What follows belongs to an exercise in optimizing a design on an open flow for small area, a short achievable clock period and few clock cycles per item; a production flow would make more cautious choices.
Function was not checked in any run shown here: the RTL went through the layout flow alone.
No activity file was given, so power comes from the tool's default toggle rates.

==> flow/design.v (outline; a module is shown in full before it is edited, if it fits) <==
// module mm_load_buffer: 108 lines
// module mm_pe_row: 1148 lines
// module mm_engine: 76 lines
// module mm_z_buffer: 31 lines
// module mm_top: 73 lines
module mm_top
(
  input  logic        clk_i,
  input  logic        rst_i,
  input  logic        in_valid_i,
  input  logic [35:0] in_beat_i,
  output logic        in_ready_o,
  output logic        z_valid_o,
  output logic [79:0] z_o,
  input  logic        z_ready_i,
  output logic        busy_o
);
  // ...
==> flow/run.sh <==
#!/bin/bash
# synth_recipe.tcl (not shown) runs the flow's synth.tcl, then flattens the netlist and writes it again
# the make line also repeats each setting of config.mk as NAME=value (left out here)
make -C /OpenROAD-flow-scripts/flow DESIGN_CONFIG=/design/flow/config.mk WORK_HOME=/design/flow/orfs CLKGATE_MAP_FILE= SYNTH_SCRIPT=/design/flow/synth_recipe.tcl finish
==> flow/config.mk <==
export PLATFORM = sky130hd
export DESIGN_NAME = mm_top
export DESIGN_NICKNAME = mm_top
export VERILOG_FILES = /design/flow/design.v
export SDC_FILE = /design/flow/constraint.sdc
export NUM_CORES = 4
export LEC_CHECK = 0
export CAP_MARGIN = 20
export CORE_MARGIN = 2
export CORE_UTILIZATION = 40
export SETUP_SLACK_MARGIN = 4.35
export SLEW_MARGIN = 20
==> flow/constraint.sdc <==
create_clock -name core_clock -period 7.0 [get_ports {clk_i}]
set_input_delay 1.4000 -clock core_clock [delete_from_list [all_inputs] [get_ports {clk_i}]]
set_output_delay 1.4000 -clock core_clock [all_outputs]
set_load 0.01 [all_outputs]
==> results.yml, run 1 <==
routing:
  routedWlPerCell_um: 19.8
  wl_met2_mm: 31.6
  routed_wl_mm: 67.4
worst_setup_path:
  arrival_ns: 3.21
  r2r_slack_ns: 4.22
power_and_ir_drop:
  p_comb_mw: 0.148
  power.density_nw_per_um2: 221
outcome:
  status: "no timing/DRC/antenna violations"
synth:
  syn_inst: 2353
  syn_area_sq_um: 27800
  yosysMostFrequentCell: "edfxtp_1"
  synthAdderAreaFrac_pct: 14.1
timing:
  finalCriticalPeriod_ns: 2.78
min_path:
  hold_end: "i_engine.last2_q$_DFF_P_"
die:
  rows: 96
final_layout:
  seq_cell_count: 594
  final_area_sq_um: 32400
  drive_gt1_share_pct: 17.7
  final_util_pct: 47.2
  clkbuf_count: 92
  buffer_area_share_pct: 5.41
  fin_nets: 2638
grt:
  grt_util_met3_pct: 3.42
  grt_util_all_layers_pct: 18.5
  overflow: 0
==> run 2: changes to the inputs <==
--- a/flow/config.mk
+++ b/flow/config.mk
@@ -8,5 +8,5 @@
 export CAP_MARGIN = 20
 export CORE_MARGIN = 2
 export CORE_UTILIZATION = 40
-export SETUP_SLACK_MARGIN = 4.35
+export SETUP_SLACK_MARGIN = 4.2
 export SLEW_MARGIN = 20
==> results.yml, run 2 <==
die:
  start_util_pct: 40.5
  core_sq_um: 68600
  die_x_um: 267
  rows: 96
  ioPinCount: 123
  dieArea_sq_um: 71500
  die_h_um: 267
worst_setup_path:
  rr_worst_depth: 10
  critical_path.cell_chain: "fa_1, fa_2, a211o_1, a21oi_2, buf_4, o21a_4, o21ai_4, o2111ai_2, o211ai_1, buf_4"
  critPathKind: "flop to flop"
  critical_path.max_fanout: 4
  startpoint_type: "flop"
  cp_slowest_stage_delay_ns: 0.52
  crit_top_cell: "buf_4"
  cp.required_ns: 7.38
  arrival_ns: 3.14
  slowest_stage: "fa_1"
  end_kind: "flop"
  r2r_slack_ns: 4.24
final_layout:
  drive_gt1_share_pct: 11.2
  top_register: "i_load_buffer.x_q"
  num_antenna_cells: 0
  reg_top3: "i_load_buffer.x_q x128, i_engine.i_pe_row.cs1_q x120, i_z_buffer.z_q x72"
  fin_cells: 3383
  syn2layout_area_growth_pct: 15.6
  largest_reg_flops: 128
  nFillCells: 6123
  fin_nets: 2610
  layout_commonest_cell: "edfxtp_1"
  final_cell_mix: "edfxtp_1 (332), dfxtp_1 (258), nand2_1 (216)"
synth:
  syn_avg_cell_area_sq_um: 11.8
  synthTopCellsByCount: "edfxtp_1 (332), dfxtp_1 (262), nand2_1 (220)"
  ys_warn_count: 4
  synth_edf_count: 332
  syn_inst: 2353
  yosys.area.top_type: "edfxtp_1"
  syn_area_sq_um: 27800
  syn_nets: 2563
  yosysMostFrequentCell: "edfxtp_1"
  synth-async-reset-ratio_pct: 0
  synthTopCellsByArea: "edfxtp_1 (36%), dfxtp_1 (19%), fa_1 (9.7%), nand2_1 (3.0%), maj3_1 (2.8%)"
  synth.top_cell.area_share_pct: 35.9
  seq_area_frac_synth_pct: 54.8
  synth_cell_types: 73
  ys_seq_elements: 594
  synth_ff_type: "edfxtp_1"
cts:
  clk_latency_ns: 0.64
  clock-sinks: 594
  clk_pin_slew_ns: 0.06
  cts_buffer_depth: 3
  cts_buffers: 61
  cts_root_buffer: "clkbuf_16"
  cts_tree: "done"
  htreeDepth: 2
power_and_ir_drop:
  power.density_nw_per_um2: 225
  power_leakage_nw: 11.9
  ir_drop_mv: 0.203
placement:
  placedCellCount: 3238
  port_buffers: 122
  hpwl_mm: 45.0
  gp_congestion: 0.854
routing:
  first_pass_iters: 6
  drcViolationCount: 0
  vias: 18004
  ant_nets: 0
  drt-initial-drc-count: 1935
  routedWlPerCell_um: 19.6
  routed_wl_mm: 66.3
  viasPerCell: 5.32
timing:
  worst_slew_pin_slew_ns: 1.12
  tns_ns: 0
  rsz0062_at_grt: "true"
  finalCriticalPeriod_ns: 2.76
  timing.slew.headroom_pct: 25.6
  finalClockSkew_ns: 0.0195
  finalMaxSlewViolations: 0
  fmax_mhz: 362
  final.period_utilization_pct: 39.5
  setup_violations: 0
  hold_viol: 0
  hold_ws_ns: 0.326
grt:
  grt_antenna_before_repair: 1
  grt_util_all_layers_pct: 18.4
  grt_max_degree: 53
  grt_pass1_vias: 17109
  overflow: 0
  grt_pass1_wl_mm: 101
flow_run:
  drv_cap: 0
min_path:
  hold_path_depth: 0
  hold_path.class: "flop to flop"
outcome:
  status: "no timing/DRC/antenna violations"
[run 2: final timing paths]
kind	start	to
min	i_engine.i_pe_row.cs1_q[2]$_DFF_P_	i_engine.i_pe_row.cs2_q[2]$_DFF_P_
max	i_engine.i_pe_row.cs2_q[5]$_DFF_P_	i_z_buffer.z_q[76]$_DFFE_PP_
max reg2reg	i_engine.i_pe_row.cs2_q[5]$_DFF_P_	i_z_buffer.z_q[76]$_DFFE_PP_
min reg2reg	i_engine.i_pe_row.cs1_q[2]$_DFF_P_	i_engine.i_pe_row.cs2_q[2]$_DFF_P_
[run 2: cells by family (layout without fill, tap and decap cells)]
kind of cell	count (synthesis)	after routing	share of synthesized area, %
flops	594	594	54.8
compound gates	561	561	13.5
simple gates	505	509	8.15
buf+inv	317	412	4.67
fa+ha+maj	248	248	14.1
mux	83	83	3.30
xor+xnor	45	45	1.42
[run 2: what timing repair did]
action,CTS,global route
cloned,7,0
hold endpoints to repair,0,0
hold buffers,0,0
endpoints found under the setup margin,355,87
setup buffers,10,7
pin swaps,10,10
gates resized for setup,110,27
[run 2: final cells by class]
class                      instances  area, sq um  share of cell area, %
multi-input combinational       1446        11500                   35.8
timing repair buffer             175         1730                   5.38
inverter                         122          474                   1.48
clock inverter                    30          354                   1.10
clock buffer                      85         1660                   5.17
tap                              931         1160                   3.63
sequential                       594        15200                   47.4
[run 2: layer usage]
layer  global-route usage (%)  vias to the layer above  part of all wire (%)
li1                         -                     8573                     -
met1                     26.0                     8778                    46
met2                     29.8                      557                    47
met3                     2.07                       96                   5.3
met4                     5.39                        0                   2.6
met5                        0                        -                     0
[run 2: where the power goes]
group | leakage (nW) | switching (mW) | internal (mW)
registers | 5.24 | 0.0427 | 3.79
logic | 5.65 | 0.0721 | 0.0765
clock network | 0.973 | 1.36 | 1.89
total | 11.9 | 1.47 | 5.75
[run 2: per-stage QoR]
| stage | worst slack [ns] | util (%) | instance area [sq um] | power, mW |
|---|---|---|---|---|
| floorplan | 2.47 | - | 27800 | 3.98 |
| global placement | 2.66 | 43.1 | 29600 | 4.04 |
| finish | 4.24 | 46.8 | 32100 | 7.22 |
| CTS | 4.14 | 46.4 | 31800 | 7.29 |
| detailed placement | 2.55 | 43.1 | 29600 | 4.05 |
| global route | 4.09 | 46.8 | 32100 | 7.46 |
[run 2: worst max-delay path, delay by kind of cell, from the launching register on]
kind,cells,cell delay (ns)
AOI/OAI and AO/OA,6,1.00
adders and majority gates,2,0.90
buffers and inverters,2,0.30
DFF,1,0.32
==> run 3: changes to the inputs <==
--- a/flow/config.mk
+++ b/flow/config.mk
@@ -8,5 +8,7 @@
 export CAP_MARGIN = 20
 export CORE_MARGIN = 2
 export CORE_UTILIZATION = 40
+export CTS_CLUSTER_DIAMETER = 110
+export CTS_CLUSTER_SIZE = 26
 export SETUP_SLACK_MARGIN = 4.2
 export SLEW_MARGIN = 20
==> results.yml, run 3 <==
outcome:
  status: "no timing/DRC/antenna violations"
power_and_ir_drop:
  ir_drop_mv: 0.181
  power_leakage_nw: 11.3
  power.density_nw_per_um2: 189
routing:
  first_pass_iters: 6
  drt-initial-drc-count: 1891
  ant_nets: 0
  drcViolationCount: 0
  viasPerCell: 5.37
  vias: 17846
  routedWlPerCell_um: 19.6
  routed_wl_mm: 65.2
synth:
  synth-async-reset-ratio_pct: 0
  ys_seq_elements: 594
  synth_edf_count: 332
  syn_avg_cell_area_sq_um: 11.8
  ys_warn_count: 4
  synth_cell_types: 73
  synthTopCellsByCount: "edfxtp_1 (332), dfxtp_1 (262), nand2_1 (220)"
  yosys.area.top_type: "edfxtp_1"
  synthTopCellsByArea: "edfxtp_1 (36%), dfxtp_1 (19%), fa_1 (9.7%), nand2_1 (3.0%), maj3_1 (2.8%)"
  yosysMostFrequentCell: "edfxtp_1"
  syn_inst: 2353
  synth_ff_type: "edfxtp_1"
  syn_area_sq_um: 27800
  synth.top_cell.area_share_pct: 35.9
  syn_nets: 2563
  seq_area_frac_synth_pct: 54.8
grt:
  grt_antenna_before_repair: 2
  overflow: 0
  grt_pass1_wl_mm: 99.3
  grt_pass1_vias: 16784
  grt_util_all_layers_pct: 17.9
  grt_max_degree: 53
cts:
  htreeDepth: 1
  clk_pin_slew_ns: 0.10
  clock-sinks: 594
  cts_root_buffer: "clkbuf_16"
  cts_buffer_depth: 3
  cts_tree: "done"
  cts_buffers: 28
  clk_latency_ns: 0.63
worst_setup_path:
  critPathKind: "flop to flop"
  cp.required_ns: 7.40
  critical_path.cell_chain: "fa_1, fa_2, a211o_1, a21oi_2, buf_4, o21ai_2, a21o_1, a2111o_1, o311ai_4"
  slowest_stage: "fa_1"
  cp_slowest_stage_delay_ns: 0.52
  r2r_slack_ns: 4.18
  end_kind: "flop"
  startpoint_type: "flop"
  rr_startpoint: "i_engine.i_pe_row.cs2_q[5]$_DFF_P_"
  startpoint: "i_engine.i_pe_row.cs2_q[5]$_DFF_P_"
  critical_path.max_fanout: 4
  arrival_ns: 3.22
final_layout:
  syn2layout_area_growth_pct: 11.7
  largest_reg_flops: 128
  layout_commonest_cell: "edfxtp_1"
  multi_input_area_sq_um: 11500
  register_area_sq_um: 15200
  nFillCells: 6220
  num_antenna_cells: 0
  drive_gt1_share_pct: 9.62
  final_util_pct: 45.2
  final_cell_mix: "edfxtp_1 (332), dfxtp_1 (256), nand2_1 (216)"
  top_register: "i_load_buffer.x_q"
  reg_top3: "i_load_buffer.x_q x128, i_engine.i_pe_row.cs1_q x120, i_z_buffer.z_q x72"
  fin_nets: 2583
placement:
  place_ws_ns: 2.55
  gp_congestion: 0.854
  port_buffers: 122
  hpwl_mm: 45.0
die:
  rows: 96
  start_util_pct: 40.5
  die_x_um: 267
  ioPinCount: 123
  dieArea_sq_um: 71500
  die_h_um: 267
  core_sq_um: 68600
flow_run:
  drv_cap: 0
timing:
  finalCriticalPeriod_ns: 2.82
  hold_ws_ns: 0.334
  tns_ns: 0
  setup_violations: 0
  timing.slew.headroom_pct: 26.0
  hold_viol: 0
  worst_slack_ns: 4.18
  finalClockSkew_ns: 0.0461
  fmax_mhz: 354
  worst_slew_pin_slew_ns: 1.11
  finalMaxSlewViolations: 0
  rsz0062_at_grt: "true"
  final.period_utilization_pct: 40.3
min_path:
  worstHoldStart: "i_engine.row1_q[1]$_DFF_P_"
  hold_path.class: "flop to flop"
## run 3: cell counts after synthesis
No cell type changed its count.
## run 3: path summary, 6_finish.rpt
kind,endpoint,cells past startpoint
setup reg to reg,i_z_buffer.z_q[10]$_DFFE_PP_,9
hold / removal,i_engine.row2_q[1]$_DFF_P_,0
setup / recovery,i_z_buffer.z_q[10]$_DFFE_PP_,9
hold reg to reg,i_engine.row2_q[1]$_DFF_P_,0
## run 3: worst max-delay path: cells and delay by family, from the launching register on
| family | cells | cell delay, ns |
|---|---|---|
| AO/OA/AOI/OAI | 6 | 1.26 |
| adder cells (fa/ha/maj) | 2 | 0.90 |
| flip-flops | 1 | 0.33 |
| buffers and inverters | 1 | 0.13 |
## run 3: layer usage
metal	global-route usage (%)	vias to the layer above	routed length (um)	share of wire (%)
li1	-	8471	-	-
met1	25.7	8751	29900	46
met2	29.2	559	30500	47
met3	1.87	65	3270	5.0
met4	4.18	0	1540	2.4
met5	0	-	0	0
## run 3: power by group
group / internal, mW / switching, mW
clock network: 0.779 / 1.10
logic: 0.0765 / 0.0717
registers: 3.78 / 0.0423
total: 4.64 / 1.21
## run 3: cell families (layout without fill, tap and decap cells)
family / Yosys count / count (layout) / synth area share [%]
AOI/OAI and AO/OA: 561 / 561 / 13.5
xor gates and xnor gates: 45 / 45 / 1.42
adders and majority gates: 248 / 248 / 14.1
buffers and inverters: 317 / 352 / 4.67
DFF: 594 / 594 / 54.8
muxes: 83 / 83 / 3.30
and+or+nand+nor: 505 / 509 / 8.15
## run 3: stage by stage
stage | instance area (sq um) | power [mW] | instances
2_1_floorplan | 27800 | 3.98 | 2353
3_3_place_gp | 29600 | 4.04 | 3238
3_5_place_dp | 29600 | 4.05 | 3238
4_1_cts | 30700 | 5.90 | 3310
5_1_grt | 31000 | 6.05 | 3323
6_report | 31000 | 5.85 | 3323
## run 3: final cells by class
type | instances | area share (%)
Inverter | 122 | 1.54
Multi-Input combinational cell | 1446 | 37.2
Sequential cell | 594 | 49.1
Timing Repair Buffer | 180 | 5.67
Clock inverter | 6 | 0.319
Clock buffer | 43 | 2.44
Timing Repair inverter | 1 | 0.0161
Tap cell | 931 | 3.76
## run 3: what timing repair did
action / 4_1_cts / 5_1_grt
resized for setup: 115 / 27
pin swaps: 13 / 11
gates cloned: 6 / 1
setup buffers: 17 / 6
endpoints found under the hold margin: 0 / 0
hold buffers: 0 / 0
endpoints found under the setup margin: 360 / 99

## port drivers added, routing unchanged
Ports are ideal in the flow. The routed layouts listed here were re-timed in OpenROAD. Step 1 (the two cells are an assumption about what drives the block):
set clk [get_ports {clk_i}]
set_driving_cell -lib_cell sky130_fd_sc_hd__clkbuf_16 $clk
set_driving_cell -lib_cell sky130_fd_sc_hd__buf_2 [delete_from_list [all_inputs] $clk]
Step 2, shift: input delay + t, output delay - t, t = (earliest + latest rising clock arrival at the registers) / 2. This alone moves slack from input paths to output paths. Three values: no drivers, after step 1, after step 2; two values: the first two.
| run | t (ns) | setup WS [ns] | worst setup path after step 2 | clock arrival spread, ns | pins driven straight from the clock port |
|---|---|---|---|---|---|
| run 1 | 0.693 | 4.216 / 4.216 / 3.734 | input to register | 0.057 / 0.057 | 1 |
| run 2 | 0.689 | 4.236 / 4.200 / 3.620 | input to register | 0.022 / 0.021 | 1 |
| run 3 | 0.665 | 4.179 / 4.179 / 3.603 | input to register | 0.049 / 0.049 | 1 |
After both steps setup and hold are still met in every run listed. For run 2, which loses most, drivers alone change the setup slack by -0.036 ns; drivers and shift together by -0.616 ns.
